From an optimization exercise on the open Yosys and OpenROAD flow, aimed at a short achievable clock period and few clock cycles; shortcuts taken in it are not production practice.
Where RTL was checked, it was by simulation tests only, not by an equivalence proof against the original.
No functional check of the RTL was part of run 2.
No activity file was given, so power comes from the tool's default toggle rates.

==> design/flow/design.v <==
`default_nettype none
module mips_add32
(
   input  logic [31:0] a,
   input  logic [31:0] b,
   input  logic        cin,
   output logic [31:0] s
);
   logic [31:0] x;
   logic [31:0] g [0:5];
   logic [31:0] p [0:5];
   assign x    = a ^ b;
   assign g[0] = (a & b) | {31'b0, x[0] & cin};
   assign p[0] = x;
   for (genvar k = 1; k <= 5; k++)
   begin : g_lvl
      for (genvar i = 0; i < 32; i++)
      begin : g_bit
         if (i >= (1 << (k - 1)))
         begin : g_op
            assign g[k][i] = g[k-1][i] | (p[k-1][i] & g[k-1][i - (1 << (k - 1))]);
            assign p[k][i] = p[k-1][i] & p[k-1][i - (1 << (k - 1))];
         end
         else
         begin : g_pass
            assign g[k][i] = g[k-1][i];
            assign p[k][i] = p[k-1][i];
         end
      end
   end
   assign s = x ^ {g[5][30:0], cin};
endmodule
`default_nettype wire
`default_nettype none
module mips_core
(
   input  logic                    clk,
   input  logic                    reset,
   input  logic [32-1:0]  mem_data,
   output logic                    mem_read,
   output logic                    mem_write,
   output logic [32-1:0]  adr,
   output logic [32-1:0]  write_data,
   output logic                    halted
);
   localparam logic [5:0] OP_R = 6'b000000, OP_J = 6'b000010, OP_BEQ = 6'b000100,
                          OP_BNE = 6'b000101, OP_ADDI = 6'b001000, OP_ORI = 6'b001101,
                          OP_LW = 6'b100011, OP_SW = 6'b101011, OP_HALT = 6'b111111;
   localparam logic [5:0] F_SUB = 6'b100010, F_AND = 6'b100100, F_OR = 6'b100101,
                          F_XOR = 6'b100110, F_NOR = 6'b100111, F_SLT = 6'b101010;
   localparam int PDW = 114;
   logic [5:0]  pc_f;
   logic        halted_r;
   logic [5:0]  adr_lo;
   logic        mem_read_r, mem_write_r;
   logic        m_cyc;
   logic        m_st;
   logic [4:0]  m_rt;
   logic [31:0] maddr;
   logic [31:0] wdata_r;
   logic           d_v, s_v;
   logic [PDW-1:0] d_pd, s_pd;
   logic        e_v;
   logic [31:0] e_a;     
   logic [31:0] e_b;     
   logic [31:0] e_bn;    
   logic [31:0] e_t;     
   logic [4:0]  e_dst;
   logic        e_we, e_ld, e_st, e_br, e_bne, e_pt, e_halt;
   logic        e_sel_add, e_sel_sub, e_sel_and, e_sel_or, e_sel_xor, e_sel_nor, e_sel_slt;
   logic [5:0]  e_pc, e_tgt;
   logic        w_we;
   logic [4:0]  w_dst;
   logic [31:0] w_res;
   logic [31:0] rf [1:31];
   logic [5:0]     f_op, f_fn;
   logic [4:0]     f_rs, f_rt, f_rd;
   logic [31:1]    f_rs_oh, f_rt_oh;
   logic           f_isr, f_pt, f_logic;
   logic [PDW-1:0] f_pd;
   assign f_op  = mem_data[31:26];
   assign f_rs  = mem_data[25:21];
   assign f_rt  = mem_data[20:16];
   assign f_rd  = mem_data[15:11];
   assign f_fn  = mem_data[5:0];
   assign f_isr = (f_op == OP_R);
   assign f_pt  = (f_op == OP_J)
                | ((f_op == OP_BEQ) & (f_rs == f_rt))
                | ((f_op == OP_BNE) & (f_rs != f_rt));
   assign f_logic = f_isr & ((f_fn == F_AND) | (f_fn == F_OR) | (f_fn == F_XOR)
                             | (f_fn == F_NOR) | (f_fn == F_SLT));
   always_comb
   begin
      for (int i = 1; i < 32; i++)
      begin
         f_rs_oh[i] = (f_rs == 5'(i));
         f_rt_oh[i] = (f_rt == 5'(i));
      end
   end
   assign f_pd = {
      f_pt,
      pc_f,
      f_rs_oh,
      f_rt_oh,
      f_rs,
      f_rt,
      f_isr ? f_rd : f_rt,    
      f_isr,
      (f_isr & (f_rd != 5'd0))
        | (((f_op == OP_ADDI) | (f_op == OP_ORI)) & (f_rt != 5'd0)),
      f_op == OP_LW,
      f_op == OP_SW,
      (f_op == OP_BEQ) | (f_op == OP_BNE),
      f_op == OP_BNE,
      f_op == OP_HALT,
      ~f_logic & ~(f_isr & (f_fn == F_SUB)) & (f_op != OP_ORI),
      f_isr & (f_fn == F_SUB),
      f_isr & (f_fn == F_AND),
      (f_isr & (f_fn == F_OR)) | (f_op == OP_ORI),
      f_isr & (f_fn == F_XOR),
      f_isr & (f_fn == F_NOR),
      f_isr & (f_fn == F_SLT),
      mem_data[15:0]
   };
   logic        d_pt, d_isr, d_we, d_ld, d_st, d_br, d_bne, d_halt;
   logic        d_sel_add, d_sel_sub, d_sel_and, d_sel_or, d_sel_xor, d_sel_nor, d_sel_slt;
   logic [5:0]  d_pc, s_pc;
   logic [31:1] d_rs_oh, d_rt_oh;
   logic [4:0]  d_rs, d_rt, d_dst;
   logic [15:0] d_imm;
   assign {d_pt, d_pc, d_rs_oh, d_rt_oh, d_rs, d_rt, d_dst, d_isr, d_we, d_ld, d_st,
           d_br, d_bne, d_halt, d_sel_add, d_sel_sub, d_sel_and, d_sel_or, d_sel_xor,
           d_sel_nor, d_sel_slt, d_imm} = d_pd;
   assign s_pc = s_pd[PDW-2:PDW-7];
   logic [31:0] sum_add, sum_sub, lres, lslt, res;
   logic        slt, eq, taken, mispred, e_go, go_m;
   mips_add32 add_u (.a(e_a), .b(e_b),  .cin(1'b0), .s(sum_add));
   mips_add32 sub_u (.a(e_a), .b(e_bn), .cin(1'b1), .s(sum_sub));
   assign slt     = (e_a[31] ^ e_t[31]) ? e_a[31] : sum_sub[31];
   assign lres    = ({32{e_sel_and}} & (e_a & e_b))
                  | ({32{e_sel_or}}  & (e_a | e_b))
                  | ({32{e_sel_xor}} & (e_a ^ e_b))
                  | ({32{e_sel_nor}} & ~(e_a | e_b));
   assign lslt    = lres | {31'b0, e_sel_slt & slt};
   assign res     = ({32{e_sel_add}} & sum_add) | ({32{e_sel_sub}} & sum_sub) | lslt;
   assign eq      = (e_a == e_t);
   assign taken   = e_bne ? ~eq : eq;
   assign e_go    = e_v;    
   assign mispred = e_go & e_br & (taken ^ e_pt);
   assign go_m    = e_go & (e_ld | e_st);
   logic [31:0] rf_a, rf_t, d_av, d_tv, d_bv;
   logic        ld_now;
   always_comb
   begin
      rf_a = '0;
      rf_t = '0;
      for (int i = 1; i < 32; i++)
      begin
         rf_a = rf_a | ({32{d_rs_oh[i]}} & rf[i]);
         rf_t = rf_t | ({32{d_rt_oh[i]}} & rf[i]);
      end
   end
   assign ld_now = m_cyc & ~m_st & (m_rt != 5'd0);
   logic f_a, f_t, f_b;              
   logic l_a, l_t, l_b;              
   logic w_a, w_t, w_b;              
   logic r_a, r_t, r_b;              
   logic i_b;                        
   assign f_a = e_v & e_we & (e_dst == d_rs);
   assign f_t = e_v & e_we & (e_dst == d_rt);
   assign l_a = ~f_a & ld_now & (m_rt == d_rs);
   assign l_t = ~f_t & ld_now & (m_rt == d_rt);
   assign w_a = ~f_a & ~l_a & w_we & (w_dst == d_rs);
   assign w_t = ~f_t & ~l_t & w_we & (w_dst == d_rt);
   assign r_a = ~f_a & ~l_a & ~w_a;
   assign r_t = ~f_t & ~l_t & ~w_t;
   assign f_b = d_isr & f_t;
   assign l_b = d_isr & l_t;
   assign w_b = d_isr & w_t;
   assign r_b = d_isr & r_t;
   assign i_b = ~d_isr;
   assign d_av = ({32{f_a & e_sel_add}} & sum_add) | ({32{f_a & e_sel_sub}} & sum_sub)
               | ({32{f_a}} & lslt) | ({32{l_a}} & mem_data) | ({32{w_a}} & w_res)
               | ({32{r_a}} & rf_a);
   assign d_tv = ({32{f_t & e_sel_add}} & sum_add) | ({32{f_t & e_sel_sub}} & sum_sub)
               | ({32{f_t}} & lslt) | ({32{l_t}} & mem_data) | ({32{w_t}} & w_res)
               | ({32{r_t}} & rf_t);
   assign d_bv = ({32{f_b & e_sel_add}} & sum_add) | ({32{f_b & e_sel_sub}} & sum_sub)
               | ({32{f_b}} & lslt) | ({32{l_b}} & mem_data) | ({32{w_b}} & w_res)
               | ({32{r_b}} & rf_t) | ({32{i_b}} & {16'b0, d_imm});
   logic st_hit_d, st_hit_s;
   assign st_hit_d = m_st & d_v & (maddr[5:0] == d_pc);
   assign st_hit_s = m_st & s_v & (maddr[5:0] == s_pc);
   logic halt_now, kill;
   assign halt_now = (e_go & e_halt) | (m_cyc & d_v & d_halt & ~st_hit_d);
   assign kill     = halt_now | halted_r;
   logic        z_add, z_sub, z_zero, z_case, z_taken, mispred_d;
   assign z_add  = ((e_a ^ e_b)  == {(e_a[30:0] | e_b[30:0]),  1'b0});
   assign z_sub  = ((e_a ^ e_bn) == {(e_a[30:0] | e_bn[30:0]), 1'b1});
   assign z_zero = e_sel_sub ? z_sub : z_add;
   assign z_case = d_v & d_br & (e_sel_add | e_sel_sub)
                 & (((d_rt == 5'd0) & f_a) | ((d_rs == 5'd0) & f_t));
   assign z_taken   = d_bne ? ~z_zero : z_zero;
   assign mispred_d = z_case & (z_taken ^ d_pt) & ~mispred & ~m_cyc;
   logic d_to_e;
   assign d_to_e = m_cyc ? (d_v & ~st_hit_d) : (d_v & ~mispred & ~go_m);
   logic [5:0] pc_n;
   always_comb
   begin
      if (m_cyc)
         pc_n = st_hit_d ? d_pc : st_hit_s ? s_pc : pc_f;
      else if (mispred)
         pc_n = taken ? e_tgt : e_pc + 6'd1;
      else if (mispred_d)
         pc_n = z_taken ? d_imm[5:0] : d_pc + 6'd1;
      else if (f_pt)
         pc_n = mem_data[5:0];
      else
         pc_n = pc_f + 6'd1;
   end
   always_ff @(posedge clk)
   begin
      if (reset)
      begin
         pc_f        <= '0;
         adr_lo      <= '0;
         mem_read_r  <= 1'b1;
         mem_write_r <= 1'b0;
         halted_r    <= 1'b0;
         m_cyc       <= 1'b0;
         m_st        <= 1'b0;
         d_v         <= 1'b0;
         s_v         <= 1'b0;
         e_v         <= 1'b0;
         w_we        <= 1'b0;
      end
      else
      begin
         pc_f        <= pc_n;
         adr_lo      <= go_m ? sum_add[5:0] : pc_n;
         mem_write_r <= go_m & e_st;
         mem_read_r  <= ~(go_m & e_st) & ~kill;
         halted_r    <= kill;
         m_cyc       <= go_m;
         m_st        <= go_m & e_st;
         e_v         <= d_to_e & ~kill;
         w_we        <= (e_go & e_we) | ld_now;
         if (m_cyc)
         begin
            d_v <= s_v & ~st_hit_d & ~st_hit_s & ~kill;
            s_v <= 1'b0;
         end
         else if (go_m)
         begin
            s_v <= ~kill;
         end
         else
         begin
            d_v <= ~mispred & ~mispred_d & ~kill;
         end
      end
   end
   always_ff @(posedge clk)
   begin
      if (m_cyc)
         d_pd <= s_pd;
      else if (~go_m)
         d_pd <= f_pd;
      if (go_m)
         s_pd <= f_pd;
   end
   always_ff @(posedge clk)
   begin
      maddr     <= sum_add;
      wdata_r   <= e_t;
      m_rt      <= e_dst;
      e_a       <= d_av;
      e_t       <= d_tv;
      e_b       <= d_bv;
      e_bn      <= ~d_tv;
      e_dst     <= d_dst;
      e_we      <= d_we;
      e_ld      <= d_ld;
      e_st      <= d_st;
      e_br      <= d_br;
      e_bne     <= d_bne;
      e_pt      <= d_pt ^ mispred_d;    
      e_halt    <= d_halt;
      e_pc      <= d_pc;
      e_tgt     <= d_imm[5:0];
      e_sel_add <= d_sel_add;
      e_sel_sub <= d_sel_sub;
      e_sel_and <= d_sel_and;
      e_sel_or  <= d_sel_or;
      e_sel_xor <= d_sel_xor;
      e_sel_nor <= d_sel_nor;
      e_sel_slt <= d_sel_slt;
      w_dst     <= m_cyc ? m_rt : e_dst;
      w_res     <= m_cyc ? mem_data : res;
   end
   always_ff @(posedge clk)
   begin
      if (w_we)
         rf[w_dst] <= w_res;
   end
   assign mem_write  = mem_write_r;
   assign mem_read   = mem_read_r;
   assign adr        = {maddr[31:6], adr_lo};
   assign write_data = wdata_r;
   assign halted     = halted_r;
endmodule
`default_nettype wire
==> design/flow/flow/run.sh <==
#!/bin/bash
# Standard ORFS layout, with the setup repair aiming past the design's period
# (so the achieved period is as short as the repair can make it) and free to
# resize cells to other footprints.
set -euo pipefail
bash standard.sh SETUP_SLACK_MARGIN=7.5 MATCH_CELL_FOOTPRINT=0 finish > standard_flow.log 2>&1
==> design/flow/standard.sh <==
#!/bin/bash
# synth_recipe.tcl (not shown) runs the flow's synth.tcl, then flattens the netlist and writes it again
# the make line also repeats each setting of config.mk as NAME=value (left out here)
make -C /OpenROAD-flow-scripts/flow DESIGN_CONFIG=/design/flow/config.mk WORK_HOME=/design/flow/orfs CLKGATE_MAP_FILE= SYNTH_SCRIPT=/design/flow/synth_recipe.tcl "${@:-finish}"
==> design/flow/config.mk <==
export PLATFORM = sky130hd
export DESIGN_NAME = mips_core
export DESIGN_NICKNAME = mips_core
export VERILOG_FILES = /design/flow/design.v
export SDC_FILE = /design/flow/constraint.sdc
export NUM_CORES = 4
export LEC_CHECK = 0
export ABC_CLOCK_PERIOD_IN_PS = 3000
export CAP_MARGIN = 40
export CORE_MARGIN = 2
export CORE_UTILIZATION = 40
export SETUP_SLACK_MARGIN = 5
export SLEW_MARGIN = 60
export TNS_END_PERCENT = 100
==> design/flow/constraint.sdc <==
create_clock -name core_clock -period 10.5 [get_ports {clk}]
set_input_delay 2.1000 -clock core_clock [delete_from_list [all_inputs] [get_ports {clk}]]
set_output_delay 2.1000 -clock core_clock [all_outputs]
set_load 0.01 [all_outputs]
==> reports/results.tsv, run 1 <==
stage	metric	value	unit
setup_path	data arrival at the endpoint of the critical path	4.26	ns
routing	routed wire length	312000	um
timing	number of max-slew violations in the final report	0	
setup_path	CP Cell Sequence	buf_6 -> buf_6 -> xor2_2 -> nor3_2 -> mux2_4 -> and2_4 -> o211ai_1 -> mux2i_1 -> mux2_4 -> a31o_1 -> o221a_1	
timing	headroom to the max-slew limit	0.525	
logic_synthesis	number of instances in the synthesized netlist	5093	
clocking	hold buffer count at CTS	0	
routing	initial DRC count	12100	
logic_synthesis	number of synthesized register bits	1505	
worst_hold_path	number of cells on the worst hold path	0	
setup_path	slowest cell on the critical path	sky130_fd_sc_hd__mux2_4	
cells_and_area	post-route insts no fill	7660	
grt	global-route wire length before repair	416000	um
setup_path	number of gates on the worst path with buffers counted	11	
power_and_ir_drop	areal power density over the cells	231	nW/um2
logic_synthesis	share of flip-flops with an asynchronous set or reset after synthesis	0	
setup_path	reg-to-reg setup timing slack	7.24	ns
routing	routed len/inst	40.7	um
setup_path	peak per-stage delay on the critical path	0.34	ns
logic_synthesis	Syn Area/Cell	13.1	um2
cells_and_area	final core utilization	0.492	
floorplanning	vertical extent of the die	413	um
floorplanning	core region area	167000	um2
logic_synthesis	leading post-synthesis cells by cell area	sky130_fd_sc_hd__edfxtp_1 (55%), sky130_fd_sc_hd__dfxtp_1 (8.5%), sky130_fd_sc_hd__a221oi_1 (4.3%)	
grt	number of antenna violations at the first check in global routing	13	
setup_path	Top delay family on crit path	multiplexers	
cells_and_area	final cell area excluding filler cells	82000	um2
logic_synthesis	top_reg_cell synth	sky130_fd_sc_hd__edfxtp_1	
timing	actual transition at the worst max-transition pin	0.713	ns
timing	final cycle utilization of the critical path	0.336	
logic_synthesis	YS warnings	4	
clocking	Clock transition at path regs	0.06	ns
grt	vias in the first global route	51000	
logic_synthesis	Post-synth EDFFs	1220	
cells_and_area	sequential standard cell area	42600	um2
placed_design	half-perimeter wire length after detailed placement	177000	um
cells_and_area	share of layout cells above drive strength 1	0.252	
floorplanning	io pins	101	
grt	pin count of the biggest net entering global routing	107	
floorplanning	die area	171000	um2
placed_design	Cell Count Post-Placement	7201	
clocking	cts bufs inserted	158	
grt	Total Routing Usage GR	0.353	
logic_synthesis	distinct cell type count of the synthesized netlist	94	
routing	vias	55300	
setup_path	worst path required time	11.23	ns
timing	number of endpoints with negative hold slack in the final report	0	
setup_path	Worst Path Class, Setup	input port to register	
setup_path	highest fanout seen on the critical path	3	
timing	Hold Slack	0.338	ns
logic_synthesis	cell type contributing the most total cell area after synthesis	sky130_fd_sc_hd__edfxtp_1	
floorplanning	horizontal die dimension	413	um
timing	RSZ-0062 raised after global routing	yes	
setup_path	type of origin of the critical path	input port	
timing	Setup-failing EPs final	0	
logic_synthesis	cell area after synthesis	66900	um2
cells_and_area	area delta synth->final	22.5	%
cells_and_area	Net count, final	5479	
routing	Vias per Instance	7.22	
power_and_ir_drop	Leak Pwr	28.0	nW
timing	setup clock skew after layout	0.0590	ns
timing	setup total negative slack	0	ns
clocking	CTS Root Cell	sky130_fd_sc_hd__clkbuf_16	
routing	Detailed Routing Iterations Pass 1	13	
floorplanning	site row count	150	
placed_design	placer congestion estimate	0.972	
placed_design	number of input and output port buffers inserted	100	
cells_and_area	Multi-input gate area	25900	um2
floorplanning	Starting Density	0.402	
clocking	number of levels the H-tree was split into	4	
worst_hold_path	path category of the worst min-delay check	register to register	
clocking	insertion delay of the later-clocked pin in the worst-skew pair	0.86	ns
grt	total congestion overflow after global routing	0	
cells_and_area	filler cell count in the final layout	14200	
setup_path	kind of end point of the critical path	register	
timing	upper clock frequency limit	0.283	GHz
job	reported max-cap violation count	0	
clocking	TritonCTS clock tree	done	
outcome	outcome	timing/DRC/antenna clean	
setup_path	path depth of the worst reg2reg path	14	
routing	antenna-violating nets left	0	
logic_synthesis	top cell types by occurrence after synthesis	sky130_fd_sc_hd__edfxtp_1 (1220), sky130_fd_sc_hd__a221oi_1 (326), sky130_fd_sc_hd__a22o_1 (316)	
clocking	Bufs on Longest Clock Path	3	
logic_synthesis	Synth top area share	0.547	
power_and_ir_drop	worst IR drop on VDD	0.161	mV
placed_design	area after detailed placement	71900	um2
clocking	number of clock sinks seen by CTS	1505	
routing	DRC violations left	0	
setup_path	number of buffers and inverters on the critical path	2	
logic_synthesis	sequential area share after synthesis	0.633	
logic_synthesis	synthesized net count	5257	
logic_synthesis	most frequent cell after synthesis	sky130_fd_sc_hd__edfxtp_1	
timing	min Tclk post-route	3.53	ns
layout make-up:
cell class	instances	area share
Clock inverter	71	0.00958
Timing Repair Buffer	468	0.0587
Tap cell	2204	0.0336
Inverter	154	0.00740
Antenna cell	9	0.000275
Multi-Input combinational cell	3028	0.316
Clock buffer	221	0.0550
Sequential cell	1505	0.520
report_power, final:
part | internal, mW | leakage (nW) | switching [mW]
sequential | 7.39 | 13.7 | 0.775
clock | 3.27 | 2.60 | 2.53
combinational | 1.98 | 11.7 | 2.99
total | 12.6 | 28.0 | 6.30
stage by stage:
stage	power (mW)	worst slack, ns
2_1_floorplan	9.98	4.92
3_3_place_gp	11.7	5.13
3_5_place_dp	11.8	5.31
4_1_cts	18.1	7.04
5_1_grt	19.3	6.93
6_report	18.9	6.97
logic make-up (layout without fill, tap and decap cells):
group / Yosys count / after routing / share of synthesized area
adders and majority gates: 130 / 130 / 0.0245
other: 0 / 9 / 0
DFF: 1505 / 1505 / 0.633
AOI/OAI and AO/OA: 1575 / 1575 / 0.186
buffers and inverters: 560 / 914 / 0.0342
and+or+nand+nor: 972 / 972 / 0.0716
muxes: 154 / 154 / 0.0250
xor gates and xnor gates: 197 / 197 / 0.0260
final timing paths:
path                     to          from
setup / recovery  adr_lo[4]  mem_data[21]
hold / removal     e_dst[0]      d_pd[30]
setup reg to reg  w_res[24]        e_a[0]
hold reg to reg    e_dst[0]      d_pd[30]
per-layer routing:
metal	part of all wire	vias up	GRT usage
li1	-	20900	-
met1	0.34	27000	0.426
met2	0.41	5739	0.500
met3	0.17	1667	0.164
met4	0.086	24	0.235
met5	0.00071	-	0.0119
sequential cells by signal, indices dropped and copies added (netlist names), 6 cells and up:
| register | flops |
|---|---|
| e_pc | 6 |
| rf | 992 |
| s_pd | 114 |
| e_a | 32 |
| adr_lo | 6 |
| w_res | 32 |
| d_pd | 114 |
| e_t | 32 |
| e_tgt | 6 |
| wdata_r | 32 |
| pc_f | 6 |
| maddr | 32 |
| e_bn | 32 |
| e_b | 32 |
cell usage in the layout (no fill, tap or decap), drive strengths merged, types with 21 or more instances in the layout:
cell    netlist  final
edfxtp     1220   1220
buf         123    427
a221oi      330    330
a22o        316    316
a22oi       293    293
dfxtp       285    285
clkbuf      283    249
nor2        246    246
nand2       216    216
inv         152    161
nand4       153    153
xor2        142    142
a21oi       134    134
ha          128    128
nand3       104    104
mux2         97     97
o21ai        77     77
a211oi       70     70
o31ai        67     67
a222oi       64     64
nor3         62     62
mux2i        57     57
xnor2        55     55
a21o         51     51
clkinv        2     50
and3         46     46
o22ai        29     29
nor4         26     26
a31oi        24     24
o21a         21     21
repair_timing:
item / CTS / global route
setup buffers: 76 / 70
pin swaps: 88 / 116
endpoints found under the setup margin: 326 / 201
cloned: 1 / 3
gates resized for setup: 694 / 301
Testbench counts, summed over its fixed seeds: cycles 9,341.
==> run 2: changes to the inputs <==
--- a/design/flow/design.v
+++ b/design/flow/design.v
@@ -161,45 +161,81 @@
       end
    end
    assign ld_now = m_cyc & ~m_st & (m_rt != 5'd0);
-   logic f_a, f_t, f_b;              
-   logic l_a, l_t, l_b;              
-   logic w_a, w_t, w_b;              
-   logic r_a, r_t, r_b;              
-   logic i_b;                        
-   assign f_a = e_v & e_we & (e_dst == d_rs);
-   assign f_t = e_v & e_we & (e_dst == d_rt);
-   assign l_a = ~f_a & ld_now & (m_rt == d_rs);
-   assign l_t = ~f_t & ld_now & (m_rt == d_rt);
-   assign w_a = ~f_a & ~l_a & w_we & (w_dst == d_rs);
-   assign w_t = ~f_t & ~l_t & w_we & (w_dst == d_rt);
-   assign r_a = ~f_a & ~l_a & ~w_a;
-   assign r_t = ~f_t & ~l_t & ~w_t;
-   assign f_b = d_isr & f_t;
-   assign l_b = d_isr & l_t;
-   assign w_b = d_isr & w_t;
-   assign r_b = d_isr & r_t;
-   assign i_b = ~d_isr;
-   assign d_av = ({32{f_a & e_sel_add}} & sum_add) | ({32{f_a & e_sel_sub}} & sum_sub)
-               | ({32{f_a}} & lslt) | ({32{l_a}} & mem_data) | ({32{w_a}} & w_res)
-               | ({32{r_a}} & rf_a);
-   assign d_tv = ({32{f_t & e_sel_add}} & sum_add) | ({32{f_t & e_sel_sub}} & sum_sub)
-               | ({32{f_t}} & lslt) | ({32{l_t}} & mem_data) | ({32{w_t}} & w_res)
-               | ({32{r_t}} & rf_t);
-   assign d_bv = ({32{f_b & e_sel_add}} & sum_add) | ({32{f_b & e_sel_sub}} & sum_sub)
-               | ({32{f_b}} & lslt) | ({32{l_b}} & mem_data) | ({32{w_b}} & w_res)
-               | ({32{r_b}} & rf_t) | ({32{i_b}} & {16'b0, d_imm});
+   logic sa_add, sa_sub, sa_e, sa_l, sa_w, sa_r;    
+   logic st_add, st_sub, st_e, st_l, st_w, st_r;    
+   logic sb_add, sb_sub, sb_e, sb_l, sb_w, sb_r, sb_i;    
+   logic [PDW-1:0] nd_pd;
+   logic [4:0]     nd_rs, nd_rt, nd_w_dst;
+   logic           nd_isr, n_e_v, n_ld_now, n_w_we;
+   logic           nf_a, nf_t, nl_a, nl_t, nw_a, nw_t;
+   assign nd_pd    = m_cyc ? s_pd : go_m ? d_pd : f_pd;
+   assign nd_rs    = nd_pd[44:40];
+   assign nd_rt    = nd_pd[39:35];
+   assign nd_isr   = nd_pd[29];
+   assign n_e_v    = d_to_e & ~kill;
+   assign n_ld_now = go_m & ~e_st & (e_dst != 5'd0);
+   assign n_w_we   = (e_go & e_we) | ld_now;
+   assign nd_w_dst = m_cyc ? m_rt : e_dst;
+   assign nf_a = n_e_v & d_we & (d_dst == nd_rs);
+   assign nf_t = n_e_v & d_we & (d_dst == nd_rt);
+   assign nl_a = ~nf_a & n_ld_now & (e_dst == nd_rs);
+   assign nl_t = ~nf_t & n_ld_now & (e_dst == nd_rt);
+   assign nw_a = ~nf_a & ~nl_a & n_w_we & (nd_w_dst == nd_rs);
+   assign nw_t = ~nf_t & ~nl_t & n_w_we & (nd_w_dst == nd_rt);
+   always_ff @(posedge clk)
+   begin
+      if (reset)
+      begin
+         {sa_add, sa_sub, sa_e, sa_l, sa_w} <= '0;
+         {st_add, st_sub, st_e, st_l, st_w} <= '0;
+         {sb_add, sb_sub, sb_e, sb_l, sb_w, sb_i} <= '0;
+         sa_r <= 1'b1;
+         st_r <= 1'b1;
+         sb_r <= 1'b1;
+      end
+      else
+      begin
+         sa_add <= nf_a & d_sel_add;
+         sa_sub <= nf_a & d_sel_sub;
+         sa_e   <= nf_a;
+         sa_l   <= nl_a;
+         sa_w   <= nw_a;
+         sa_r   <= ~nf_a & ~nl_a & ~nw_a;
+         st_add <= nf_t & d_sel_add;
+         st_sub <= nf_t & d_sel_sub;
+         st_e   <= nf_t;
+         st_l   <= nl_t;
+         st_w   <= nw_t;
+         st_r   <= ~nf_t & ~nl_t & ~nw_t;
+         sb_add <= nd_isr & nf_t & d_sel_add;
+         sb_sub <= nd_isr & nf_t & d_sel_sub;
+         sb_e   <= nd_isr & nf_t;
+         sb_l   <= nd_isr & nl_t;
+         sb_w   <= nd_isr & nw_t;
+         sb_r   <= nd_isr & ~nf_t & ~nl_t & ~nw_t;
+         sb_i   <= ~nd_isr;
+      end
+   end
+   assign d_av = ({32{sa_add}} & sum_add) | ({32{sa_sub}} & sum_sub) | ({32{sa_e}} & lslt)
+               | ({32{sa_l}} & mem_data) | ({32{sa_w}} & w_res) | ({32{sa_r}} & rf_a);
+   assign d_tv = ({32{st_add}} & sum_add) | ({32{st_sub}} & sum_sub) | ({32{st_e}} & lslt)
+               | ({32{st_l}} & mem_data) | ({32{st_w}} & w_res) | ({32{st_r}} & rf_t);
+   assign d_bv = ({32{sb_add}} & sum_add) | ({32{sb_sub}} & sum_sub) | ({32{sb_e}} & lslt)
+               | ({32{sb_l}} & mem_data) | ({32{sb_w}} & w_res) | ({32{sb_r}} & rf_t)
+               | ({32{sb_i}} & {16'b0, d_imm});
    logic st_hit_d, st_hit_s;
    assign st_hit_d = m_st & d_v & (maddr[5:0] == d_pc);
    assign st_hit_s = m_st & s_v & (maddr[5:0] == s_pc);
    logic halt_now, kill;
    assign halt_now = (e_go & e_halt) | (m_cyc & d_v & d_halt & ~st_hit_d);
    assign kill     = halt_now | halted_r;
-   logic        z_add, z_sub, z_zero, z_case, z_taken, mispred_d;
-   assign z_add  = ((e_a ^ e_b)  == {(e_a[30:0] | e_b[30:0]),  1'b0});
-   assign z_sub  = ((e_a ^ e_bn) == {(e_a[30:0] | e_bn[30:0]), 1'b1});
-   assign z_zero = e_sel_sub ? z_sub : z_add;
+   logic [31:0] z_b;
+   logic        z_cin, z_zero, z_case, z_taken, mispred_d;
+   assign z_b    = e_sel_sub ? e_bn : e_b;
+   assign z_cin  = e_sel_sub;
+   assign z_zero = ((e_a ^ z_b) == {(e_a[30:0] | z_b[30:0]), z_cin});
    assign z_case = d_v & d_br & (e_sel_add | e_sel_sub)
-                 & (((d_rt == 5'd0) & f_a) | ((d_rs == 5'd0) & f_t));
+                 & (((d_rt == 5'd0) & sa_e) | ((d_rs == 5'd0) & st_e));
    assign z_taken   = d_bne ? ~z_zero : z_zero;
    assign mispred_d = z_case & (z_taken ^ d_pt) & ~mispred & ~m_cyc;
    logic d_to_e;
@@ -262,10 +298,7 @@
    end
    always_ff @(posedge clk)
    begin
-      if (m_cyc)
-         d_pd <= s_pd;
-      else if (~go_m)
-         d_pd <= f_pd;
+      d_pd <= nd_pd;
       if (go_m)
          s_pd <= f_pd;
    end
==> design/flow/flow/run.sh (replaced) <==
#!/bin/bash
# Standard ORFS layout, with the setup repair aiming past the design's period
# (so the achieved period is as short as the repair can make it) and free to
# resize cells to other footprints.
set -euo pipefail
bash standard.sh SETUP_SLACK_MARGIN=7 MATCH_CELL_FOOTPRINT=0 finish > standard_flow.log 2>&1
==> run 2 against run 1 <==
Against the previous run: register-to-register slack worse by 0.23 ns; cell count hardly changed; clock skew is 0.0081 ns lower; flip-flop and latch count is 19 higher; critical endpoint is now adr_lo[5].
==> reports/results.tsv, run 2 <==
stage	metric	value	unit
logic_synthesis	top cell types by occurrence after synthesis	sky130_fd_sc_hd__edfxtp_1 (1209), sky130_fd_sc_hd__a22oi_1 (376), sky130_fd_sc_hd__a22o_1 (352)	
clocking	CTS Root Cell	sky130_fd_sc_hd__clkbuf_16	
routing	Detailed Routing Iterations Pass 1	14	
grt	total congestion overflow after global routing	0	
timing	number of max-slew violations in the final report	0	
logic_synthesis	top_reg_cell synth	sky130_fd_sc_hd__edfxtp_1	
placed_design	number of input and output port buffers inserted	100	
logic_synthesis	distinct cell type count of the synthesized netlist	97	
cells_and_area	most frequent standard cell in the layout excluding fill and tap cells	sky130_fd_sc_hd__edfxtp_1	
cells_and_area	area delta synth->final	17.2	%
logic_synthesis	cell area after synthesis	67600	um2
setup_path	worst path required time	11.23	ns
setup_path	highest fanout seen on the critical path	8	
routing	Vias per Instance	7.27	
logic_synthesis	share of flip-flops with an asynchronous set or reset after synthesis	0	
routing	DRC violations left	0	
floorplanning	site row count	150	
timing	min Tclk post-route	3.81	ns
placed_design	half-perimeter wire length after detailed placement	176000	um
floorplanning	die area	172000	um2
logic_synthesis	number of synthesized register bits	1524	
timing	RSZ-0062 raised after global routing	yes	
setup_path	Worst Path Class, Setup	input port to register	
logic_synthesis	YS warnings	4	
job	reported max-cap violation count	0	
cells_and_area	share of layout cells above drive strength 1	0.140	
clocking	cts bufs inserted	159	
power_and_ir_drop	Leak Pwr	27.8	nW
timing	Setup-failing EPs final	0	
logic_synthesis	synthesized net count	5333	
power_and_ir_drop	areal power density over the cells	232	nW/um2
cells_and_area	commonest cells after routing, fill and taps aside	sky130_fd_sc_hd__edfxtp_1 (1209), sky130_fd_sc_hd__a22oi_1 (376), sky130_fd_sc_hd__a22o_1 (352), sky130_fd_sc_hd__nand2_1 (318), sky130_fd_sc_hd__a221oi_1 (314)	
floorplanning	io pins	101	
setup_path	data arrival at the endpoint of the critical path	4.53	ns
cells_and_area	filler cell count in the final layout	14500	
floorplanning	vertical extent of the die	415	um
clocking	Bufs on Longest Clock Path	3	
grt	Total Routing Usage GR	0.339	
placed_design	Post-Place Setup Slack	5.00	ns
floorplanning	Starting Density	0.404	
clocking	TritonCTS clock tree	done	
clocking	insertion delay of the later-clocked pin in the worst-skew pair	0.85	ns
logic_synthesis	cell type contributing the most total cell area after synthesis	sky130_fd_sc_hd__edfxtp_1	
timing	setup clock skew after layout	0.0509	ns
clocking	Clock transition at path regs	0.06	ns
placed_design	placer congestion estimate	0.950	
timing	post-route worst setup slack	6.69	ns
cells_and_area	Net count, final	5487	
logic_synthesis	Synth top area share	0.537	
clocking	number of levels the H-tree was split into	4	
logic_synthesis	most frequent cell after synthesis	sky130_fd_sc_hd__edfxtp_1	
routing	routed wire length	304000	um
clocking	number of clock sinks seen by CTS	1524	
routing	vias	55700	
routing	routed len/inst	39.6	um
logic_synthesis	leading post-synthesis cells by cell area	sky130_fd_sc_hd__edfxtp_1 (54%), sky130_fd_sc_hd__dfxtp_1 (9.3%), sky130_fd_sc_hd__a22o_1 (4.6%)	
logic_synthesis	Syn Area/Cell	13.1	um2
outcome	outcome	timing/DRC/antenna clean	
grt	number of antenna violations at the first check in global routing	20	
cells_and_area	sequential standard cell area	42700	um2
timing	number of endpoints with negative hold slack in the final report	0	
timing	setup total negative slack	0	ns
floorplanning	horizontal die dimension	415	um
grt	pin count of the biggest net entering global routing	69	
power_and_ir_drop	worst IR drop on VDD	0.133	mV
cells_and_area	registers with the most flip-flops	rf (992), d_pd (114), s_pd (114)	
timing	final cycle utilization of the critical path	0.362	
timing	upper clock frequency limit	0.263	GHz
cells_and_area	flip-flop count of the largest register, all copies and words added	992	
floorplanning	core region area	168000	um2
logic_synthesis	number of instances in the synthesized netlist	5168	
grt	global-route wire length before repair	414000	um
logic_synthesis	sequential area share after synthesis	0.630	
cells_and_area	Biggest register	rf	
routing	initial DRC count	13800	
clocking	hold buffer count at CTS	0	
timing	headroom to the max-slew limit	0.532	
setup_path	type of origin of the critical path	input port	
grt	vias in the first global route	52200	
cells_and_area	Multi-input gate area	23900	um2
logic_synthesis	Post-synth EDFFs	1209	
timing	actual transition at the worst max-transition pin	0.697	ns
worst_hold_path	path category of the worst min-delay check	register to register	
setup_path	kind of end point of the critical path	register	
routing	antenna-violating nets left	0	
==> run 2: cell types whose count changed in the layout (fill, tap and decap cells not counted), sizes merged, moves of 39 or more <==
cell          delta
a211oi          -55
mux2            -94
nand2          +103
xnor2           +39
dlymetal6s2s    +55
nor2            -92
o21ai           +44
nand3           +60
a22oi           +83
buf            -163
o31ai           -56
a222oi          +87
xor2            -61
==> run 2: repair_timing <==
item,CTS,global route
setup buffers,23,5
pin swaps,14,13
cloned,6,0
setup endpoints to repair,128,51
gates resized for setup,181,35
==> run 2: kinds of logic (layout without fill, tap and decap cells) <==
| kind of cell | after synthesis | in the layout | synth area share |
|---|---|---|---|
| buffers and inverters | 523 | 806 | 0.0311 |
| AO/OA/AOI/OAI | 1677 | 1677 | 0.201 |
| flip-flops | 1524 | 1524 | 0.630 |
| other | 0 | 8 | 0 |
| multiplexers | 90 | 90 | 0.0134 |
| XOR/XNOR | 175 | 175 | 0.0229 |
| adder cells (fa/ha/maj) | 131 | 131 | 0.0245 |
| AND/OR/NAND/NOR | 1048 | 1048 | 0.0771 |
==> run 2: power breakdown <==
part / switching, mW / internal [mW]
Combinational: 2.98 / 1.50
Clock: 2.53 / 3.19
Sequential: 0.662 / 7.50
Total: 6.17 / 12.2
==> run 2: path summary, 6_finish.rpt <==
path	from	endpoint	slack (ns)	cells after the start
worst max-delay path	mem_data[31]	adr_lo[5]	6.69	12
worst min-delay path	d_pd[26]	e_st	0.34	0
worst max register to register	d_pd[60]	e_t[22]	7.01	8
worst min register to register	d_pd[26]	e_st	0.34	0
==> run 2: layout make-up <==
class / instances / area share
timing repair buffer: 387 / 0.0527
sequential: 1524 / 0.539
antenna: 8 / 0.000252
clock inverter: 80 / 0.0122
multi-input combinational: 3121 / 0.302
tap: 2204 / 0.0348
inverter: 129 / 0.00622
clock buffer: 210 / 0.0536
==> run 2: critical path: stages <==
cell and delay (ns):
sky130_fd_sc_hd__clkbuf_4 0.29, sky130_fd_sc_hd__nor2_4 0.08, sky130_fd_sc_hd__and4_1 0.27, sky130_fd_sc_hd__mux2_4 0.30, sky130_fd_sc_hd__a221oi_4 0.21, sky130_fd_sc_hd__buf_6 0.15
sky130_fd_sc_hd__buf_6 0.11, sky130_fd_sc_hd__mux2_4 0.30, sky130_fd_sc_hd__or2_0 0.20, sky130_fd_sc_hd__a31oi_1 0.16, sky130_fd_sc_hd__o221ai_1 0.16, sky130_fd_sc_hd__o22a_1 0.19
==> run 2: per-layer routing <==
metal | GRT usage | wire [um] | vias to the layer above
met5 | 0.00250 | 239 | -
met4 | 0.222 | 25100 | 28
met3 | 0.148 | 50200 | 1586
met2 | 0.483 | 125000 | 5703
met1 | 0.417 | 103000 | 27000
li1 | - | - | 21400
==> run 2: stage by stage <==
stage | power (mW) | util | hold WS, ns | instance area [um2] | std cells
3_5_place_dp | 12.4 | 0.434 | 0.330 | 72800 | 7322
4_1_cts | 18.0 | 0.470 | 0.340 | 78800 | 7641
6_report | 18.4 | 0.473 | 0.339 | 79300 | 7663
2_1_floorplan | 10.4 | - | 0.323 | 67800 | 5168
3_3_place_gp | 12.2 | 0.427 | 0.327 | 71600 | 7269
5_1_grt | 18.8 | 0.473 | 0.354 | 79300 | 7656
==> run 3: changes to the inputs <==
--- a/design/flow/design.v
+++ b/design/flow/design.v
@@ -169,6 +169,9 @@
    logic           nd_isr, n_e_v, n_ld_now, n_w_we;
    logic           nf_a, nf_t, nl_a, nl_t, nw_a, nw_t;
    assign nd_pd    = m_cyc ? s_pd : go_m ? d_pd : f_pd;
+   logic [PDW-1:0] nd_pd_ao;
+   assign nd_pd_ao = ({PDW{m_cyc}} & s_pd) | ({PDW{~m_cyc & go_m}} & d_pd)
+                   | ({PDW{~m_cyc & ~go_m}} & f_pd);
    assign nd_rs    = nd_pd[44:40];
    assign nd_rt    = nd_pd[39:35];
    assign nd_isr   = nd_pd[29];
@@ -240,20 +243,20 @@
    assign mispred_d = z_case & (z_taken ^ d_pt) & ~mispred & ~m_cyc;
    logic d_to_e;
    assign d_to_e = m_cyc ? (d_v & ~st_hit_d) : (d_v & ~mispred & ~go_m);
-   logic [5:0] pc_n;
-   always_comb
-   begin
-      if (m_cyc)
-         pc_n = st_hit_d ? d_pc : st_hit_s ? s_pc : pc_f;
-      else if (mispred)
-         pc_n = taken ? e_tgt : e_pc + 6'd1;
-      else if (mispred_d)
-         pc_n = z_taken ? d_imm[5:0] : d_pc + 6'd1;
-      else if (f_pt)
-         pc_n = mem_data[5:0];
-      else
-         pc_n = pc_f + 6'd1;
-   end
+   logic [5:0] pc_n, pc_other, pc_inc, adr_n;
+   logic       p_fetch;
+   assign p_fetch  = ~m_cyc & ~mispred;
+   assign pc_inc   = pc_f + 6'd1;
+   assign pc_other = m_cyc ? (st_hit_d ? d_pc : st_hit_s ? s_pc : pc_f)
+                   : mispred ? (taken ? e_tgt : e_pc + 6'd1)
+                   : (z_taken ? d_imm[5:0] : d_pc + 6'd1);    
+   assign pc_n  = ({6{p_fetch & ~mispred_d & f_pt}}  & mem_data[5:0])
+                | ({6{p_fetch & ~mispred_d & ~f_pt}} & pc_inc)
+                | ({6{~p_fetch | mispred_d}}        & pc_other);
+   assign adr_n = ({6{go_m}} & sum_add[5:0])
+                | ({6{~go_m & p_fetch & ~mispred_d & f_pt}}  & mem_data[5:0])
+                | ({6{~go_m & p_fetch & ~mispred_d & ~f_pt}} & pc_inc)
+                | ({6{~go_m & (~p_fetch | mispred_d)}}      & pc_other);
    always_ff @(posedge clk)
    begin
       if (reset)
@@ -273,7 +276,7 @@
       else
       begin
          pc_f        <= pc_n;
-         adr_lo      <= go_m ? sum_add[5:0] : pc_n;
+         adr_lo      <= adr_n;
          mem_write_r <= go_m & e_st;
          mem_read_r  <= ~(go_m & e_st) & ~kill;
          halted_r    <= kill;
@@ -298,7 +301,7 @@
    end
    always_ff @(posedge clk)
    begin
-      d_pd <= nd_pd;
+      d_pd <= nd_pd_ao;
       if (go_m)
          s_pd <= f_pd;
    end
==> run 3 against run 2 <==
Against the previous run: total power is 11% lower; synthesized cell count is 4.7% higher; flip-flop and latch count stayed put; worst hold slack better by 0.013 ns; first-iteration DRC count is 3.1% lower; die area is 0.22% lower; sequential share of layout area is 0.93 points lower.
==> reports/results.tsv, run 3 <==
stage	metric	value	unit
clocking	Bufs on Longest Clock Path	3	
cells_and_area	registers with the most flip-flops	rf (992), d_pd (114), s_pd (114)	
setup_path	critical path startpoint	e_sel_sub	
logic_synthesis	share of flip-flops with an asynchronous set or reset after synthesis	0	
setup_path	data arrival at the endpoint of the critical path	4.27	ns
routing	Detailed Routing Iterations Pass 1	12	
cells_and_area	area delta synth->final	17.1	%
routing	antenna-violating nets left	0	
grt	vias in the first global route	52800	
power_and_ir_drop	clock network power share	0.351	
setup_path	CP Cell Sequence	buf_12 -> buf_4 -> mux2i_1 -> ha_1 -> xnor2_1 -> nor3_1 -> nand3_1 -> nor4_4 -> buf_6 -> xnor2_4 -> mux2_4 -> a221o_1 -> o211ai_1 -> a21oi_1	
setup_path	worst path required time	11.20	ns
power_and_ir_drop	total chip power	16.4	mW
logic_synthesis	multiplexer share of the synthesized area	0.0202	
cells_and_area	Biggest register	rf	
routing	DRC violations left	0	
clocking	hold buffer count at CTS	0	
cells_and_area	most frequent standard cell in the layout excluding fill and tap cells	sky130_fd_sc_hd__edfxtp_1	
clocking	Clock transition at path regs	0.06	ns
worst_hold_path	path category of the worst min-delay check	register to register	
logic_synthesis	combinational family with the most area after synthesis	compound AO/OA/AOI/OAI gates	
logic_synthesis	Compound-Gate Fraction of Synth Area	0.201	
logic_synthesis	top cell types by occurrence after synthesis	sky130_fd_sc_hd__edfxtp_1 (1106), sky130_fd_sc_hd__dfxtp_1 (418), sky130_fd_sc_hd__a22oi_1 (388)	
routing	routed wire length	309000	um
placed_design	area after detailed placement	72200	um2
placed_design	half-perimeter wire length after detailed placement	177000	um
logic_synthesis	Syn Area/Cell	12.5	um2
timing	setup clock skew after layout	0.0382	ns
setup_path	Worst Path Class, Setup	register to register	
placed_design	Cell Count Post-Placement	7475	
routing	total length of routed met3 wires	50600	um
worst_hold_path	Hold Startpoint	d_pd[20]	
logic_synthesis	most frequent cell after synthesis	sky130_fd_sc_hd__edfxtp_1	
timing	actual transition at the worst max-transition pin	0.692	ns
floorplanning	site row count	150	
cells_and_area	Net count, final	5665	
floorplanning	Starting Density	0.403	
cells_and_area	share of layout cells above drive strength 1	0.147	
outcome	outcome	timing/DRC/antenna clean	
grt	pin count of the biggest net entering global routing	113	
logic_synthesis	Synth top area share	0.492	
grt	global-route wire length before repair	420000	um
logic_synthesis	synthesized net count	5574	
logic_synthesis	Post-synth EDFFs	1106	
power_and_ir_drop	proportion of total power due to net switching	0.302	
setup_path	highest fanout seen on the critical path	5	
logic_synthesis	YS warnings	4	
setup_path	kind of end point of the critical path	register	
setup_path	peak per-stage delay on the critical path	0.44	ns
clocking	TritonCTS clock tree	done	
logic_synthesis	cell area after synthesis	67500	um2
logic_synthesis	number of synthesized register bits	1524	
grt	number of antenna violations at the first check in global routing	26	
power_and_ir_drop	worst IR drop on VDD	0.188	mV
logic_synthesis	sequential area share after synthesis	0.616	
floorplanning	io pins	101	
logic_synthesis	share of synthesized cell area in full adder, half adder and majority cells	0.0245	
setup_path	slowest cell on the critical path	sky130_fd_sc_hd__dfxtp_4	
power_and_ir_drop	sequential share of power	0.481	
grt	total congestion overflow after global routing	0	
setup_path	reg-to-reg critical path startpoint	e_sel_sub	
clocking	number of levels the H-tree was split into	4	
timing	Setup-failing EPs final	0	
floorplanning	vertical extent of the die	415	um
routing	Vias per Instance	7.28	
cells_and_area	flip-flop count of the largest register, all copies and words added	992	
timing	number of max-slew violations in the final report	0	
logic_synthesis	cell type contributing the most total cell area after synthesis	sky130_fd_sc_hd__edfxtp_1	
cells_and_area	commonest cells after routing, fill and taps aside	sky130_fd_sc_hd__edfxtp_1 (1106), sky130_fd_sc_hd__a22oi_1 (388), sky130_fd_sc_hd__nand2_1 (364), sky130_fd_sc_hd__dfxtp_1 (319), sky130_fd_sc_hd__a221oi_1 (313)	
clocking	number of clock sinks seen by CTS	1524	
job	reported max-cap violation count	0	
timing	headroom to the max-slew limit	0.534	
routing	met1 wire length	106000	um
logic_synthesis	leading post-synthesis cells by cell area	sky130_fd_sc_hd__edfxtp_1 (49%), sky130_fd_sc_hd__dfxtp_1 (12%), sky130_fd_sc_hd__a22oi_1 (4.3%)	
power_and_ir_drop	areal power density over the cells	207	nW/um2
clocking	cts bufs inserted	161	
logic_synthesis	number of instances in the synthesized netlist	5409	
clocking	CTS Root Cell	sky130_fd_sc_hd__clkbuf_16	
timing	setup total negative slack	0	ns
timing	RSZ-0062 raised after global routing	yes	
routing	vias	57200	
routing	routed len/inst	39.4	um
routing	initial DRC count	13300	
routing	highest metal layer used by the detailed router	met5	
power_and_ir_drop	Int Power	11.4	mW
floorplanning	die area	172000	um2
grt	Total Routing Usage GR	0.345	
cells_and_area	post-route insts no fill	7852	
power_and_ir_drop	net switching power of the design	4.95	mW
routing	Detail Route met2 WL	128000	um
floorplanning	horizontal die dimension	415	um
timing	min Tclk post-route	3.56	ns
timing	upper clock frequency limit	0.281	GHz
clocking	insertion delay of the later-clocked pin in the worst-skew pair	0.83	ns
power_and_ir_drop	Leak Pwr	27.7	nW
logic_synthesis	Post-Synth XOR/XNOR Area	0.0235	
placed_design	number of input and output port buffers inserted	100	
logic_synthesis	top_reg_cell synth	sky130_fd_sc_hd__edfxtp_1	
timing	final cycle utilization of the critical path	0.339	
logic_synthesis	area share of and/or/nand/nor cells after synthesis	0.0834	
power_and_ir_drop	part of the total power dissipated in combinational logic	0.168	
floorplanning	core region area	167000	um2
timing	Hold Slack	0.352	ns
logic_synthesis	distinct cell type count of the synthesized netlist	92	
timing	number of endpoints with negative hold slack in the final report	0	
placed_design	placer congestion estimate	0.976	
setup_path	type of origin of the critical path	register	
cells_and_area	final cell area excluding filler cells	79000	um2
==> run 3: changes by cell type after synthesis, sizes merged, moves of 14 or more <==
| cell | before | now |
|---|---|---|
| a21oi | 110 | 179 |
| edfxtp | 1209 | 1106 |
| nor3 | 59 | 90 |
| a22o | 352 | 287 |
| and3 | 43 | 22 |
| mux2i | 87 | 132 |
| clkbuf | 300 | 339 |
| buf | 94 | 80 |
| o21ai | 121 | 194 |
| o211ai | 28 | 14 |
| nor2 | 154 | 210 |
| nand2 | 319 | 370 |
| dfxtp | 315 | 418 |
==> run 3: path summary, 6_finish.rpt <==
path / end / slack [ns] / cells after the start
setup reg to reg: adr_lo[5] / 6.94 / 14
setup / recovery: adr_lo[5] / 6.94 / 14
hold / removal: e_sel_and / 0.35 / 0
hold reg to reg: e_sel_and / 0.35 / 0
==> run 3: power by group through the flow <==
stage,logic [mW],clock network [mW],registers (mW)
global placement,2.44,0,7.94
floorplan,1.37,0,7.80
CTS,2.54,5.75,7.82
finish,2.75,5.75,7.89
global route,2.85,6.01,7.90
detailed placement,2.50,0,7.96
==> run 3: worst max-delay path, delay by kind of cell (launching register included) <==
family / cells / cell delay [ns]
multiplexers: 2 / 0.50
buffers and inverters: 3 / 0.44
XOR/XNOR: 2 / 0.43
flip-flops: 1 / 0.44
AO/OA/AOI/OAI: 3 / 0.59
adder cells (fa/ha/maj): 1 / 0.28
AND/OR/NAND/NOR: 3 / 0.73
==> run 3: cell type report <==
class | count | area (um2)
antenna | 12 | 30.0
multi-input combinational | 3344 | 24900
fill | 14600 | 88400
inverter | 122 | 480
sequential | 1524 | 41800
tap | 2204 | 2760
clock buffer | 197 | 4270
clock inverter | 102 | 991
timing repair buffer | 347 | 3780
==> run 3: metal layers <==
layer  global-route usage  vias to the layer above
met1                0.419                    27700
met4                0.233                       34
met5              0.00972                        -
met2                0.493                     5881
li1                     -                    22000
met3                0.149                     1608
==> run 3: through the flow <==
step	utilization	worst slack, ns
after floorplan	-	6.70
after global placement	0.425	5.25
after detailed placement	0.432	5.73
after CTS	0.467	6.96
after global routing	0.472	6.85
final	0.472	6.94
==> run 3: cell families (layout without fill, tap and decap cells) <==
family                   after synthesis  in the layout
multiplexers                         136            136
other                                  0             12
XOR/XNOR                             178            178
AND/OR/NAND/NOR                     1164           1164
buffers and inverters                541            768
AO/OA/AOI/OAI                       1735           1735
adder cells (fa/ha/maj)              131            131
flip-flops                          1524           1524
==> run 3: what timing repair did <==
item | in CTS | in global routing
buffers inserted | 29 | 20
endpoints found under the setup margin | 158 | 77
pin swaps | 23 | 36
gates cloned | 2 | 1
resized for setup | 141 | 85
Testbench counts of run 3, summed over its fixed seeds: cycles 9,341.
==> run 4: changes to the inputs <==
==> design/flow/flow/run.sh (replaced) <==
#!/bin/bash
# Standard ORFS layout, with the setup repair aiming past the design's period
# (so the achieved period is as short as the repair can make it) and free to
# resize cells to other footprints.
set -euo pipefail
bash standard.sh SETUP_SLACK_MARGIN=7.5 MATCH_CELL_FOOTPRINT=0 finish > standard_flow.log 2>&1
==> run 4 against run 3 <==
Against the previous run: still clean on timing, DRC and antenna; routed wire length is 2.8% higher; fmax down 0.10%; synthesized cell count did not move; die area stayed put; critical path type unchanged.
==> reports/results.tsv, run 4 <==
stage	metric	value	unit
clocking	number of clock sinks seen by CTS	1524	
setup_path	peak per-stage delay on the critical path	0.46	ns
grt	Total Routing Usage GR	0.354	
logic_synthesis	multiplexer share of the synthesized area	0.0202	
logic_synthesis	number of synthesized register bits	1524	
timing	RSZ-0062 raised after global routing	yes	
timing	setup clock skew after layout	0.0494	ns
setup_path	worst path required time	11.22	ns
setup_path	data arrival at the endpoint of the critical path	4.29	ns
logic_synthesis	top_reg_cell synth	sky130_fd_sc_hd__edfxtp_1	
setup_path	reg-to-reg setup timing slack	6.94	ns
cells_and_area	filler cell count in the final layout	14400	
setup_path	type of origin of the critical path	register	
setup_path	kind of end point of the critical path	register	
logic_synthesis	YS warnings	4	
cells_and_area	Biggest register	rf	
clocking	insertion delay of the later-clocked pin in the worst-skew pair	0.84	ns
worst_hold_path	path category of the worst min-delay check	register to register	
placed_design	placer congestion estimate	1.04	
logic_synthesis	number of instances in the synthesized netlist	5409	
timing	upper clock frequency limit	0.281	GHz
floorplanning	die area	172000	um2
timing	min Tclk post-route	3.56	ns
timing	headroom to the max-slew limit	0.522	
logic_synthesis	area share of and/or/nand/nor cells after synthesis	0.0834	
logic_synthesis	most frequent cell after synthesis	sky130_fd_sc_hd__edfxtp_1	
grt	vias in the first global route	54100	
routing	DRC violations left	0	
cells_and_area	commonest cells after routing, fill and taps aside	sky130_fd_sc_hd__edfxtp_1 (1106), sky130_fd_sc_hd__a22oi_1 (386), sky130_fd_sc_hd__nand2_1 (353), sky130_fd_sc_hd__a221oi_1 (303), sky130_fd_sc_hd__a22o_1 (287)	
logic_synthesis	Post-synth EDFFs	1106	
cells_and_area	Net count, final	5794	
setup_path	Worst Path Class, Setup	register to register	
timing	Setup-failing EPs final	0	
cells_and_area	share of layout cells above drive strength 1	0.222	
cells_and_area	registers with the most flip-flops	rf (992), d_pd (114), s_pd (114)	
floorplanning	Starting Density	0.403	
setup_path	CP Cell Sequence	buf_6 -> clkbuf_16 -> mux2i_2 -> ha_1 -> xnor2_2 -> nor4_2 -> nand4_1 -> nor4_4 -> buf_6 -> buf_6 -> xnor2_4 -> buf_4 -> buf_6 -> mux2_4 -> a222oi_1 -> buf_4 -> a21oi_1	
timing	number of max-slew violations in the final report	0	
power_and_ir_drop	areal power density over the cells	208	nW/um2
routing	routed wire length	318000	um
placed_design	number of input and output port buffers inserted	100	
routing	Detailed Routing Iterations Pass 1	14	
floorplanning	vertical extent of the die	415	um
timing	final cycle utilization of the critical path	0.339	
logic_synthesis	leading post-synthesis cells by cell area	sky130_fd_sc_hd__edfxtp_1 (49%), sky130_fd_sc_hd__dfxtp_1 (12%), sky130_fd_sc_hd__a22oi_1 (4.3%)	
floorplanning	site row count	150	
routing	initial DRC count	12800	
routing	routed len/inst	39.8	um
logic_synthesis	top cell types by occurrence after synthesis	sky130_fd_sc_hd__edfxtp_1 (1106), sky130_fd_sc_hd__dfxtp_1 (418), sky130_fd_sc_hd__a22oi_1 (388)	
logic_synthesis	Post-Synth XOR/XNOR Area	0.0235	
clocking	hold buffer count at CTS	0	
placed_design	area after detailed placement	72500	um2
floorplanning	horizontal die dimension	415	um
logic_synthesis	Synth top area share	0.492	
grt	global-route wire length before repair	431000	um
logic_synthesis	combinational family with the most area after synthesis	compound AO/OA/AOI/OAI gates	
clocking	TritonCTS clock tree	done	
logic_synthesis	share of synthesized cell area in full adder, half adder and majority cells	0.0245	
cells_and_area	area delta synth->final	20.9	%
placed_design	half-perimeter wire length after detailed placement	186000	um
clocking	Clock transition at path regs	0.06	ns
cells_and_area	final cell area excluding filler cells	81600	um2
grt	number of antenna violations at the first check in global routing	20	
routing	antenna-violating nets left	0	
routing	vias	58000	
routing	Vias per Instance	7.26	
grt	pin count of the biggest net entering global routing	88	
logic_synthesis	synthesized net count	5574	
setup_path	highest fanout seen on the critical path	8	
logic_synthesis	distinct cell type count of the synthesized netlist	92	
power_and_ir_drop	worst IR drop on VDD	0.185	mV
logic_synthesis	Compound-Gate Fraction of Synth Area	0.201	
logic_synthesis	cell type contributing the most total cell area after synthesis	sky130_fd_sc_hd__edfxtp_1	
floorplanning	io pins	101	
logic_synthesis	share of flip-flops with an asynchronous set or reset after synthesis	0	
grt	total congestion overflow after global routing	0	
floorplanning	core region area	167000	um2
setup_path	most frequent CP cell	sky130_fd_sc_hd__buf_6	
setup_path	slowest cell on the critical path	sky130_fd_sc_hd__dfxtp_4	
logic_synthesis	cell area after synthesis	67500	um2
outcome	outcome	timing/DRC/antenna clean	
cells_and_area	most frequent standard cell in the layout excluding fill and tap cells	sky130_fd_sc_hd__edfxtp_1	
cells_and_area	flip-flop count of the largest register, all copies and words added	992	
clocking	cts bufs inserted	161	
timing	number of endpoints with negative hold slack in the final report	0	
clocking	CTS Root Cell	sky130_fd_sc_hd__clkbuf_16	
power_and_ir_drop	Leak Pwr	28.2	nW
logic_synthesis	Syn Area/Cell	12.5	um2
timing	setup total negative slack	0	ns
clocking	number of levels the H-tree was split into	4	
clocking	Bufs on Longest Clock Path	3	
logic_synthesis	sequential area share after synthesis	0.616	
job	reported max-cap violation count	0	
timing	actual transition at the worst max-transition pin	0.718	ns
## run 4: cell count changes in the layout (fill, tap and decap cells not counted), sizes merged
cell and change:
inv -6, clkdlybuf4s50 -3, o21ai +1, clkinv +6, buf +218, dlymetal6s2s -58, diode +5, clkinvlp -6
bufinv +2, clkbuf -29
## run 4: cell type report
type / instances / area (um2) / area share
Sequential cell: 1524 / 41900 / 0.514
Multi-Input combinational cell: 3345 / 26400 / 0.324
Timing Repair Buffer: 474 / 4550 / 0.0557
Clock buffer: 198 / 4270 / 0.0523
Tap cell: 2204 / 2760 / 0.0338
Clock inverter: 97 / 1110 / 0.0136
Inverter: 122 / 513 / 0.00629
Antenna cell: 17 / 42.5 / 0.000521
Timing Repair inverter: 1 / 8.76 / 0.000107
## run 4: repair_timing
action	in CTS	in global routing
endpoints found under the hold margin	0	0
resized for setup	582	234
pin swaps	127	112
gates cloned	6	3
setup endpoints to repair	266	205
buffers inserted	107	44
## run 4: logic make-up (layout without fill, tap and decap cells)
| logic type | count (synthesis) | count (layout) |
|---|---|---|
| AOI/OAI and AO/OA | 1735 | 1736 |
| DFF | 1524 | 1524 |
| and+or+nand+nor | 1164 | 1164 |
| buffers and inverters | 541 | 892 |
| xor gates and xnor gates | 178 | 178 |
| muxes | 136 | 136 |
| adders and majority gates | 131 | 131 |
| other | 0 | 17 |
## run 4: power by group
| part | leakage [nW] | internal [mW] | switching [mW] |
|---|---|---|---|
| logic | 12.0 | 1.22 | 2.07 |
| registers | 13.5 | 7.29 | 0.551 |
| clock network | 2.62 | 3.27 | 2.57 |
## run 4: routing by layer
metal	wire length, um	vias to the layer above	share of wire	track usage
met5	746	-	0.0023	0.0128
met4	27300	34	0.086	0.241
met3	51300	1643	0.16	0.151
met2	130000	6000	0.41	0.504
li1	-	22200	-	-
met1	109000	28100	0.34	0.431
## run 4: through the flow
step | power (mW) | cells | worst slack (ns) | util | hold slack [ns]
6_report | 17.0 | 7982 | 6.94 | 0.487 | 0.348
3_5_place_dp | 10.5 | 7505 | 5.76 | 0.433 | 0.338
3_3_place_gp | 10.4 | 7462 | 5.41 | 0.427 | 0.340
2_1_floorplan | 9.20 | 5409 | 6.70 | - | 0.329
4_1_cts | 16.5 | 7913 | 6.97 | 0.478 | 0.351
5_1_grt | 17.3 | 7967 | 6.81 | 0.487 | 0.361
## run 4: worst max-delay path: cells and delay by family, from the launching register on
kind	cells	cell delay (ns)
buf+inv	7	1.01
simple gates	3	0.62
mux	2	0.49
flops	1	0.46
xor+xnor	2	0.31
fa+ha+maj	1	0.28
compound gates	2	0.28
## run 4: worst paths after layout
path	start	endpoint	depth (start not counted)
min	d_pd[16]	e_sel_slt	0
max	e_sel_sub	pc_f[1]	17
min reg2reg	d_pd[16]	e_sel_slt	0
max reg2reg	e_sel_sub	pc_f[1]	17

## separate check: timing with driven ports
How much do the figures lean on ideal ports? The routed layouts below were timed once more, with nothing changed but the port constraints.
Step 1 assumes that a clkbuf_16 drives the clock port and a buf_2 every other input.
Step 2, shift: input delay + t, output delay - t, t = (earliest + latest rising clock arrival at the registers) / 2. This alone moves slack from input paths to output paths.
a / b / c = ideal / step 1 / step 2; a / b = the first two.
run | t, ns | slack for setup (ns) | hold WS [ns] | latest minus earliest clock arrival (ns)
run 1 | 0.923 | 6.972 / 7.003 / 6.104 | 0.338 / 0.338 / 0.338 | 0.067 / 0.067
run 2 | 0.902 | 6.694 / 6.740 / 5.838 | 0.339 / 0.339 / 0.339 | 0.060 / 0.060
run 3 | 0.903 | 6.939 / 6.939 / 6.143 | 0.352 / 0.352 / 0.352 | 0.049 / 0.049
run 4 | 0.913 | 6.936 / 6.936 / 6.407 | 0.348 / 0.348 / 0.348 | 0.070 / 0.070
After both steps setup and hold are still met in every run listed. The setup slack of run 1, which loses most, moves by +0.031 ns with the drivers and by -0.868 ns with both steps.
